Context: an optimization exercise on an open-source flow, tuned for small area, a short achievable clock period and few clock cycles per item. The choices shown serve that exercise and are no tape-out recipe.
In this exercise RTL edits were held to simulation tests only and were not proved equivalent to the original.

==> design/flow/design.v <==
`default_nettype none
package cwu_pkg;
    localparam int SEG_W      = 16;
    localparam int THRESH_W   = 32;
    localparam int TMO_CFG_W  = 24;
    localparam int CFG_DATA_W = 32;
    localparam int CFG_IDX_W  = 2;
    localparam int OUT_WIN_W  = 32;
    localparam int OUT_TMO_W  = 24;
    localparam int SQ_W       = 2 * SEG_W;
    localparam int DIV_STEPS  = SQ_W;
    localparam int CNT_W      = $clog2(DIV_STEPS);
    localparam logic [SEG_W-1:0]     SEG_RESET    = 16'd1000;
    localparam logic [THRESH_W-1:0]  THRESH_RESET = 32'd64000;
    localparam logic [TMO_CFG_W-1:0] CEIL_RESET   = 24'hFF_FFFF;
    localparam int                   INIT_TMO     = 1000;
    localparam logic OP_TIMEOUT = 1'b0;
    localparam logic OP_ACK     = 1'b1;
    typedef enum logic [CFG_IDX_W-1:0] {
        REG_SEGMENT_SIZE = 2'd0,
        REG_SSTHRESH     = 2'd1,
        REG_INIT_TIMEOUT = 2'd2,
        REG_CEILING      = 2'd3
    } cfg_reg_t;
    typedef struct packed {
        logic accept;
        logic square;
        logic div_step;
        logic commit;
    } cwu_cmd_t;
    typedef struct packed {
        logic need_div;
        logic out_free;
    } cwu_status_t;
endpackage
`default_nettype wire
`default_nettype none
import cwu_pkg::*;
module cwu_ctrl (
    input  wire logic                clk,
    input  wire logic                rst_n,
    input  wire logic                in_valid,
    output logic                     in_ready,
    input  wire cwu_pkg::cwu_status_t status,
    output cwu_pkg::cwu_cmd_t        cmd
);
    typedef enum logic [3:0] {
        ST_IDLE   = 4'b0001,
        ST_SQUARE = 4'b0010,
        ST_DIVIDE = 4'b0100,
        ST_DONE   = 4'b1000
    } state_t;
    state_t             state_reg;
    state_t             state_next;
    logic [CNT_W-1:0]   cnt_reg;
    logic [CNT_W-1:0]   cnt_next;
    always_comb
    begin
        state_next = state_reg;
        cnt_next   = cnt_reg;
        cmd        = '0;
        in_ready   = 1'b0;
        case (state_reg)
            ST_IDLE:
            begin
                in_ready   = 1'b1;
                cmd.accept = in_valid;
                if (in_valid)
                begin
                    state_next = status.need_div ? ST_SQUARE : ST_DONE;
                end
            end
            ST_SQUARE:
            begin
                cmd.square = 1'b1;
                cnt_next   = CNT_W'(DIV_STEPS - 1);
                state_next = ST_DIVIDE;
            end
            ST_DIVIDE:
            begin
                cmd.div_step = 1'b1;
                cnt_next     = cnt_reg - 1'b1;
                if (cnt_reg == '0)
                begin
                    state_next = ST_DONE;
                end
            end
            ST_DONE:
            begin
                cmd.commit = status.out_free;
                if (status.out_free)
                begin
                    state_next = ST_IDLE;
                end
            end
            default:
            begin
                state_next = ST_IDLE;
            end
        endcase
    end
    always_ff @(posedge clk or negedge rst_n)
    begin
        if (!rst_n)
        begin
            state_reg <= ST_IDLE;
            cnt_reg   <= '0;
        end
        else
        begin
            state_reg <= state_next;
            cnt_reg   <= cnt_next;
        end
    end
endmodule
`default_nettype wire
`default_nettype none
import cwu_pkg::*;
module cwu_datapath #(
    parameter int WINDOW_BITS  = 32,
    parameter int TIMEOUT_BITS = 24
) (
    input  wire logic                             clk,
    input  wire logic                             rst_n,
    input  wire logic                             cfg_write,
    input  wire logic [cwu_pkg::CFG_IDX_W-1:0]    cfg_index,
    input  wire logic [cwu_pkg::CFG_DATA_W-1:0]   cfg_data,
    input  wire logic                             operation,
    input  wire logic                             new_data_acked,
    input  wire cwu_pkg::cwu_cmd_t                cmd,
    output cwu_pkg::cwu_status_t                  status,
    output logic                                  out_valid,
    input  wire logic                             out_ready,
    output logic [cwu_pkg::OUT_WIN_W-1:0]         window,
    output logic [cwu_pkg::OUT_TMO_W-1:0]         timeout_value,
    output logic                                  retransmit,
    output logic                                  restart_timer,
    output logic                                  in_avoidance
);
    localparam int W      = WINDOW_BITS;
    localparam int T      = TIMEOUT_BITS;
    localparam int CMP_W  = (W > THRESH_W) ? W : THRESH_W;
    localparam int SUM_W  = ((W > SQ_W) ? W : SQ_W) + 1;
    localparam int TC_W   = ((T + 1) > TMO_CFG_W) ? (T + 1) : TMO_CFG_W;
    localparam int OT_W   = (T > OUT_TMO_W) ? T : OUT_TMO_W;
    localparam logic [W-1:0] WIN_MAX   = '1;
    localparam logic [T-1:0] TMO_MAX   = '1;
    localparam logic [T-1:0] TMO_RESET = (T >= 10) ? T'(INIT_TMO) : '1;
    logic [SEG_W-1:0]      seg_reg;
    logic [THRESH_W-1:0]   thresh_reg;
    logic [TMO_CFG_W-1:0]  ceil_reg;
    logic [W-1:0]          win_reg;
    logic [W-1:0]          win_next;
    logic [T-1:0]          tmo_reg;
    logic [T-1:0]          tmo_next;
    logic                  op_reg;
    logic                  fresh_reg;
    logic [SQ_W-1:0]       dvd_reg;
    logic [SQ_W-1:0]       dvd_next;
    logic [W-1:0]          rem_reg;
    logic [W-1:0]          rem_next;
    logic                  out_valid_reg;
    logic [OUT_WIN_W-1:0]  win_out_reg;
    logic [OUT_WIN_W-1:0]  win_out_next;
    logic [OUT_TMO_W-1:0]  tmo_out_reg;
    logic [OUT_TMO_W-1:0]  tmo_out_next;
    logic                  rexmit_reg;
    logic                  avoid_out_reg;
    logic                  avoid;
    logic [W:0]            rem_sh;
    logic [W:0]            rem_diff;
    logic                  fits;
    logic [SUM_W-1:0]      inc;
    logic [SUM_W-1:0]      sum;
    logic [W-1:0]          win_grow;
    logic [TC_W-1:0]       tmo_dbl;
    logic [TC_W-1:0]       tmo_ceil;
    logic [T-1:0]          tmo_sat;
    logic [CMP_W-1:0]      win_ext;
    logic [OT_W-1:0]       tmo_ext;
    assign avoid = CMP_W'(win_reg) >= CMP_W'(thresh_reg);
    assign status.need_div = (operation == OP_ACK) && new_data_acked && avoid
                             && (win_reg != '0);
    assign status.out_free = !out_valid_reg || out_ready;
    always_comb
    begin
        rem_sh   = {rem_reg, dvd_reg[SQ_W-1]};
        rem_diff = rem_sh - {1'b0, win_reg};
        fits     = rem_sh >= {1'b0, win_reg};
        rem_next = fits ? rem_diff[W-1:0] : rem_sh[W-1:0];
        dvd_next = {dvd_reg[SQ_W-2:0], fits};
    end
    always_comb
    begin
        if (!avoid)
        begin
            inc = SUM_W'(seg_reg);
        end
        else if (win_reg == '0)
        begin
            inc = SUM_W'(WIN_MAX);
        end
        else
        begin
            inc = SUM_W'(dvd_reg);
        end
        sum      = SUM_W'(win_reg) + inc;
        win_grow = (sum > SUM_W'(WIN_MAX)) ? WIN_MAX : sum[W-1:0];
        tmo_dbl  = TC_W'({tmo_reg, 1'b0});
        tmo_ceil = (tmo_dbl > TC_W'(ceil_reg)) ? TC_W'(ceil_reg) : tmo_dbl;
        tmo_sat  = (tmo_ceil > TC_W'(TMO_MAX)) ? TMO_MAX : tmo_ceil[T-1:0];
        if (op_reg == OP_TIMEOUT)
        begin
            win_next = W'(seg_reg);
            tmo_next = tmo_sat;
        end
        else
        begin
            win_next = fresh_reg ? win_grow : win_reg;
            tmo_next = tmo_reg;
        end
        win_ext      = CMP_W'(win_next);
        win_out_next = (win_ext > CMP_W'({OUT_WIN_W{1'b1}})) ? '1
                                                            : win_ext[OUT_WIN_W-1:0];
        tmo_ext      = OT_W'(tmo_next);
        tmo_out_next = (tmo_ext > OT_W'({OUT_TMO_W{1'b1}})) ? '1
                                                           : tmo_ext[OUT_TMO_W-1:0];
    end
    always_ff @(posedge clk or negedge rst_n)
    begin
        if (!rst_n)
        begin
            seg_reg       <= SEG_RESET;
            thresh_reg    <= THRESH_RESET;
            ceil_reg      <= CEIL_RESET;
            win_reg       <= W'(SEG_RESET);
            tmo_reg       <= TMO_RESET;
            out_valid_reg <= 1'b0;
        end
        else
        begin
            if (cfg_write)
            begin
                case (cfg_index)
                    REG_SEGMENT_SIZE: seg_reg    <= cfg_data[SEG_W-1:0];
                    REG_SSTHRESH:     seg_reg    <= seg_reg;
                    REG_INIT_TIMEOUT: seg_reg    <= seg_reg;  
                    REG_CEILING:      ceil_reg   <= cfg_data[TMO_CFG_W-1:0];
                    default:          seg_reg    <= seg_reg;
                endcase
                if (cfg_index == REG_SSTHRESH)
                begin
                    thresh_reg <= cfg_data[THRESH_W-1:0];
                end
            end
            if (cmd.commit)
            begin
                win_reg       <= win_next;
                tmo_reg       <= tmo_next;
                out_valid_reg <= 1'b1;
            end
            else if (out_ready)
            begin
                out_valid_reg <= 1'b0;
            end
        end
    end
    always_ff @(posedge clk)
    begin
        if (cmd.accept)
        begin
            op_reg    <= operation;
            fresh_reg <= new_data_acked;
        end
        if (cmd.square)
        begin
            dvd_reg <= SQ_W'(seg_reg) * SQ_W'(seg_reg);
            rem_reg <= '0;
        end
        else if (cmd.div_step)
        begin
            dvd_reg <= dvd_next;
            rem_reg <= rem_next;
        end
        if (cmd.commit)
        begin
            win_out_reg   <= win_out_next;
            tmo_out_reg   <= tmo_out_next;
            rexmit_reg    <= (op_reg == OP_TIMEOUT);
            avoid_out_reg <= avoid;
        end
    end
    assign out_valid     = out_valid_reg;
    assign window        = win_out_reg;
    assign timeout_value = tmo_out_reg;
    assign retransmit    = rexmit_reg;
    assign restart_timer = rexmit_reg;
    assign in_avoidance  = avoid_out_reg;
endmodule
`default_nettype wire
`default_nettype none
import cwu_pkg::*;
module tcp_congestion_window_update #(
    parameter int WINDOW_BITS  = 32,
    parameter int TIMEOUT_BITS = 24
) (
    input  wire logic                             clk,
    input  wire logic                             rst_n,
    input  wire logic                             cfg_write,
    input  wire logic [cwu_pkg::CFG_IDX_W-1:0]    cfg_index,
    input  wire logic [cwu_pkg::CFG_DATA_W-1:0]   cfg_data,
    input  wire logic                             in_valid,
    output logic                                  in_ready,
    input  wire logic                             operation,
    input  wire logic                             new_data_acked,
    output logic                                  out_valid,
    input  wire logic                             out_ready,
    output logic [cwu_pkg::OUT_WIN_W-1:0]         window,
    output logic [cwu_pkg::OUT_TMO_W-1:0]         timeout_value,
    output logic                                  retransmit,
    output logic                                  restart_timer,
    output logic                                  in_avoidance
);
    cwu_pkg::cwu_cmd_t    cmd;
    cwu_pkg::cwu_status_t status;
    cwu_ctrl u_ctrl (
        .clk      (clk),
        .rst_n    (rst_n),
        .in_valid (in_valid),
        .in_ready (in_ready),
        .status   (status),
        .cmd      (cmd)
    );
    cwu_datapath #(
        .WINDOW_BITS  (WINDOW_BITS),
        .TIMEOUT_BITS (TIMEOUT_BITS)
    ) u_datapath (
        .clk            (clk),
        .rst_n          (rst_n),
        .cfg_write      (cfg_write),
        .cfg_index      (cfg_index),
        .cfg_data       (cfg_data),
        .operation      (operation),
        .new_data_acked (new_data_acked),
        .cmd            (cmd),
        .status         (status),
        .out_valid      (out_valid),
        .out_ready      (out_ready),
        .window         (window),
        .timeout_value  (timeout_value),
        .retransmit     (retransmit),
        .restart_timer  (restart_timer),
        .in_avoidance   (in_avoidance)
    );
endmodule
`default_nettype wire
==> design/flow/run.sh <==
#!/bin/bash
# synth_recipe.tcl (not shown) runs the flow's synth.tcl, then flattens the netlist and writes it again
# the make line also repeats each setting of config.mk as NAME=value (left out here)
make -C /OpenROAD-flow-scripts/flow DESIGN_CONFIG=/design/flow/config.mk WORK_HOME=/design/flow/orfs CLKGATE_MAP_FILE= SYNTH_SCRIPT=/design/flow/synth_recipe.tcl finish
==> design/flow/config.mk <==
export PLATFORM = sky130hd
export DESIGN_NAME = tcp_congestion_window_update
export DESIGN_NICKNAME = tcp_congestion_window_update
export VERILOG_FILES = /design/flow/design.v
export SDC_FILE = /design/flow/constraint.sdc
export NUM_CORES = 4
export LEC_CHECK = 0
export CAP_MARGIN = 20
export CORE_MARGIN = 2
export CORE_UTILIZATION = 40
export SLEW_MARGIN = 20
==> design/flow/constraint.sdc <==
create_clock -name core_clock -period 8.5 [get_ports {clk}]
set_input_delay 1.7000 -clock core_clock [delete_from_list [all_inputs] [get_ports {clk}]]
set_output_delay 1.7000 -clock core_clock [all_outputs]
set_load 0.01 [all_outputs]
==> impl_metrics.ini <==
[global_route]
grt_pass1_vias = 17970
track_usage_pct = 22.20
antenna_found_initial = 0
grt_max_degree = 71
grt_remaining_overflow = 0
grt_pass1_wl_microns = 103300

[routing]
routed_wl_microns = 65200
firstDrtPassIters = 6
vias = 17700
drtIter0Drc = 1157
wire_per_inst_microns = 20.58
antenna_left = 0
routed_via_density = 5.587
drcViolationCount = 0

[sta]
drv_slew = 0
hold_viol = 0
rsz0062_at_grt = false
clock.fmax_ghz = 0.1337
setup_slack_ns = 1.020
final-setup-viol-count = 0
tightest_slew_ns = 1.012
relSlewSlack_pct = 32.38
tns_ns = 0
timing.final.crit_share_pct = 88.00
fin_crit_ns = 7.480
fin_skew_ns = 0.01408

[worst_setup_path]
slowest_delay_ns = 0.92
endpoint_kind = register
crit_required_ns = 8.79
start_kind = register
cp_max_fo = 14
path_class = reg2reg
reg2reg_depth = 21
crit_path_cell_trace = inv_1 > nor2_1 > inv_1 > fa_1 > fa_1 > inv_1 > fa_1 > inv_1 > fa_1 > fa_1 > inv_1 > fa_1 > ha_1 > and3_1 > and3_1 > a2111oi_1 > o31a_1 > o21ai_1 > a31oi_1 > xor2_1 > o21ai_1
crit_family = adder cells
worstSetupPathDepth = 21
crit_top_cell = fa_1
cp_slowest_cell = a2111oi_1
arrival_ns = 7.77
critPathBufInv = 5

[flow_run]
maxCapViolCount = 0

[placed_design]
post_dp_cell_area_sq_um = 24530
portBuffers = 101
gp_congestion = 0.9168
dp_hpwl_microns = 49980
dp_slack_ns = 1.058

[floorplanning]
die_x_microns = 242.8
floorplan.rows = 87
fp.dieArea_sq_um = 58950
die_h_microns = 242.8
initial_core_util_pct = 40.45
ios = 102
fp.coreArea_sq_um = 56390

[clocking]
htree_levels = 2
post_cts_resized = 0
numClockSinks = 262
cts_tree = done
clk_pin_slew_ns = 0.06
insertion_delay_ns = 0.56
cts_buffers = 35
root_buffer = clkbuf_16
post_cts.repair.setup_buffers = 0
clockBufferDepth = 3
hold_buffers = 0

[synthesis]
yosysSeqAreaShare_pct = 30.33
syn_avg_cell_area_sq_um = 9.798
synth-async-reset-ratio_pct = 52.67
synthFlopType = edfxtp_1
synth_area_sq_um = 22810
ys_warn_count = 2
synth-edff-count = 92
synth_nets = 2754
synth_cells = 2328
yosysUniqueCellTypes = 79
synth_seq_cells = 262

[outcome]
status = complete, no violations

[cells_and_area]
diodes = 0
drive_gt1_share_pct = 13.06
seqCellArea_sq_um = 6918
fill_cells = 5317
final_area_sq_um = 25760
multi_input_area_sq_um = 14330
nets = 2811
area_delta_synth_final_pct = 12.92

[min_path]
min_path_type = reg2reg
hold_depth = 2
-- layout by cell type, fill, tap and decap left out, types with 11 or more instances in the layout --
cell type        count
inv_1              303
ha_1               219
nand2_1            175
fa_1               166
nor2_1             164
mux2_2             135
o21ai_0            130
clkdlybuf4s50_1    100
edfxtp_1            92
a21oi_1             90
dfrtp_1             89
a21o_1              54
nand3_1             53
dfstp_2             49
xor2_1              43
xnor2_1             39
clkbuf_16           35
o21a_1              33
dfxtp_1             32
nor3_1              30
buf_4               24
o311ai_0            23
o221a_2             22
nand4_1             21
mux2i_1             20
o22ai_1             18
and3_1              15
a31oi_1             15
nor4_1              14
nand2b_1            12
a211oi_1            12
o21bai_1            11
nor2b_1             11
-- worst min-delay path, delay by kind of cell (launching register included) --
kind	cells	cell delay, ns
AND/OR/NAND/NOR	2	0.12
flip-flops	1	0.32
-- path summary, 6_finish.rpt --
| check | startpoint | to | slack (ns) |
|---|---|---|---|
| worst min-delay path | u_datapath.rem_reg[14]$_SDFFE_PP0P_ | u_datapath.rem_reg[14]$_SDFFE_PP0P_ | 0.49 |
| worst min register to register | u_datapath.rem_reg[14]$_SDFFE_PP0P_ | u_datapath.rem_reg[14]$_SDFFE_PP0P_ | 0.49 |
| max in group asynchronous | rst_n | u_datapath.seg_reg[4]$_DFFE_PN0P_ | 5.94 |
| min in group asynchronous | rst_n | u_datapath.tmo_reg[14]$_DFFE_PN0P_ | 1.13 |
| worst max register to register | u_datapath.seg_reg[0]$_DFFE_PN0P_ | u_datapath.dvd_reg[30]$_DFFE_PN_ | 1.02 |
| worst max-delay path | u_datapath.seg_reg[0]$_DFFE_PN0P_ | u_datapath.dvd_reg[30]$_DFFE_PN_ | 1.02 |
-- cell families (layout without fill, tap and decap cells) --
logic type               after synthesis  in the layout  share of synthesized area (%)
AND/OR/NAND/NOR                      545            545                          11.01
AO/OA/AOI/OAI                        489            489                          14.42
buffers and inverters                410            494                          6.972
adder cells (fa/ha/maj)              385            385                          26.58
flip-flops                           262            262                          30.33
multiplexers                         155            155                          7.542
XOR/XNOR                              82             82                          3.148
-- through the flow --
stage                     hold slack, ns  instances  utilization, %
after floorplan                   0.4466       2328               -
after global placement            0.4622       3104           43.51
after detailed placement          0.4843       3104           43.51
after CTS                         0.4971       3168           45.68
after global routing              0.5121       3168           45.68
final                             0.4927       3168           45.68
-- synthesized netlist by cell type (15+ instances only) --
cell type,n,area [sq um]
o221a_2,22,247.7
and3_1,15,93.84
clkbuf_1,81,304.0
edfxtp_1,92,2763
nand4_1,21,131.4
xor2_1,43,376.6
a21o_1,54,405.4
o21ai_0,130,650.6
mux2_2,135,1520
mux2i_1,20,200.2
fa_1,166,3323
nand2_1,175,656.9
dfstp_2,49,1287
o311ai_0,23,201.4
nor3_1,30,150.1
ha_1,219,2740
dfrtp_1,89,2227
xnor2_1,39,341.6
inv_1,304,1141
a31oi_1,15,93.84
nand3_1,53,265.3
nor2_1,167,626.9
a21oi_1,90,450.4
o22ai_1,18,112.6
o21a_1,33,247.7
dfxtp_1,32,640.6
-- layout make-up --
cell class,count,share of cell area [%]
Clock buffer,45,3.740
Clock inverter,19,1.010
Timing Repair Buffer,125,4.629
Sequential cell,262,26.86
Inverter,305,4.450
Tap cell,756,3.672
Multi-Input combinational cell,1656,55.64
-- metal layers --
| layer | wire length [microns] | global-route usage, % | part of all wire [%] |
|---|---|---|---|
| met2 | 30010 | 35.69 | 46 |
| met1 | 29280 | 30.69 | 45 |
| met4 | 2480 | 8.517 | 3.8 |
| met3 | 3437 | 2.576 | 5.3 |
| met5 | 0 | 0 | 0 |
Testbench counts, summed over its fixed seeds: cycles 98,213, items 4,800.

re-timing with driven ports:
Ports are ideal in the flow. The routed layout listed here was re-timed in OpenROAD. Step 1: set_driving_cell puts a clkbuf_16 on clk and a buf_2 on each other input, an assumption about the parent block. Step 2 also shifts input and output timing later by t, the mid clock arrival at the registers, as if the neighbouring blocks saw the same clock. a / b / c = ideal ports / drivers / drivers and shift; a / b = the first two.
shift t [ns]: 0.607
setup slack, ns: 1.020 / 1.020 / 1.020
hold WS [ns]: 0.493 / 0.493 / 0.493
slew at the worst register clock pin (ns): 0.06 / 0.06
worst data-port slew with drivers (ns): 0.04
After both steps this run still meets setup and hold. For this run, drivers alone change the setup slack by 0.000 ns; drivers and shift together by 0.000 ns.
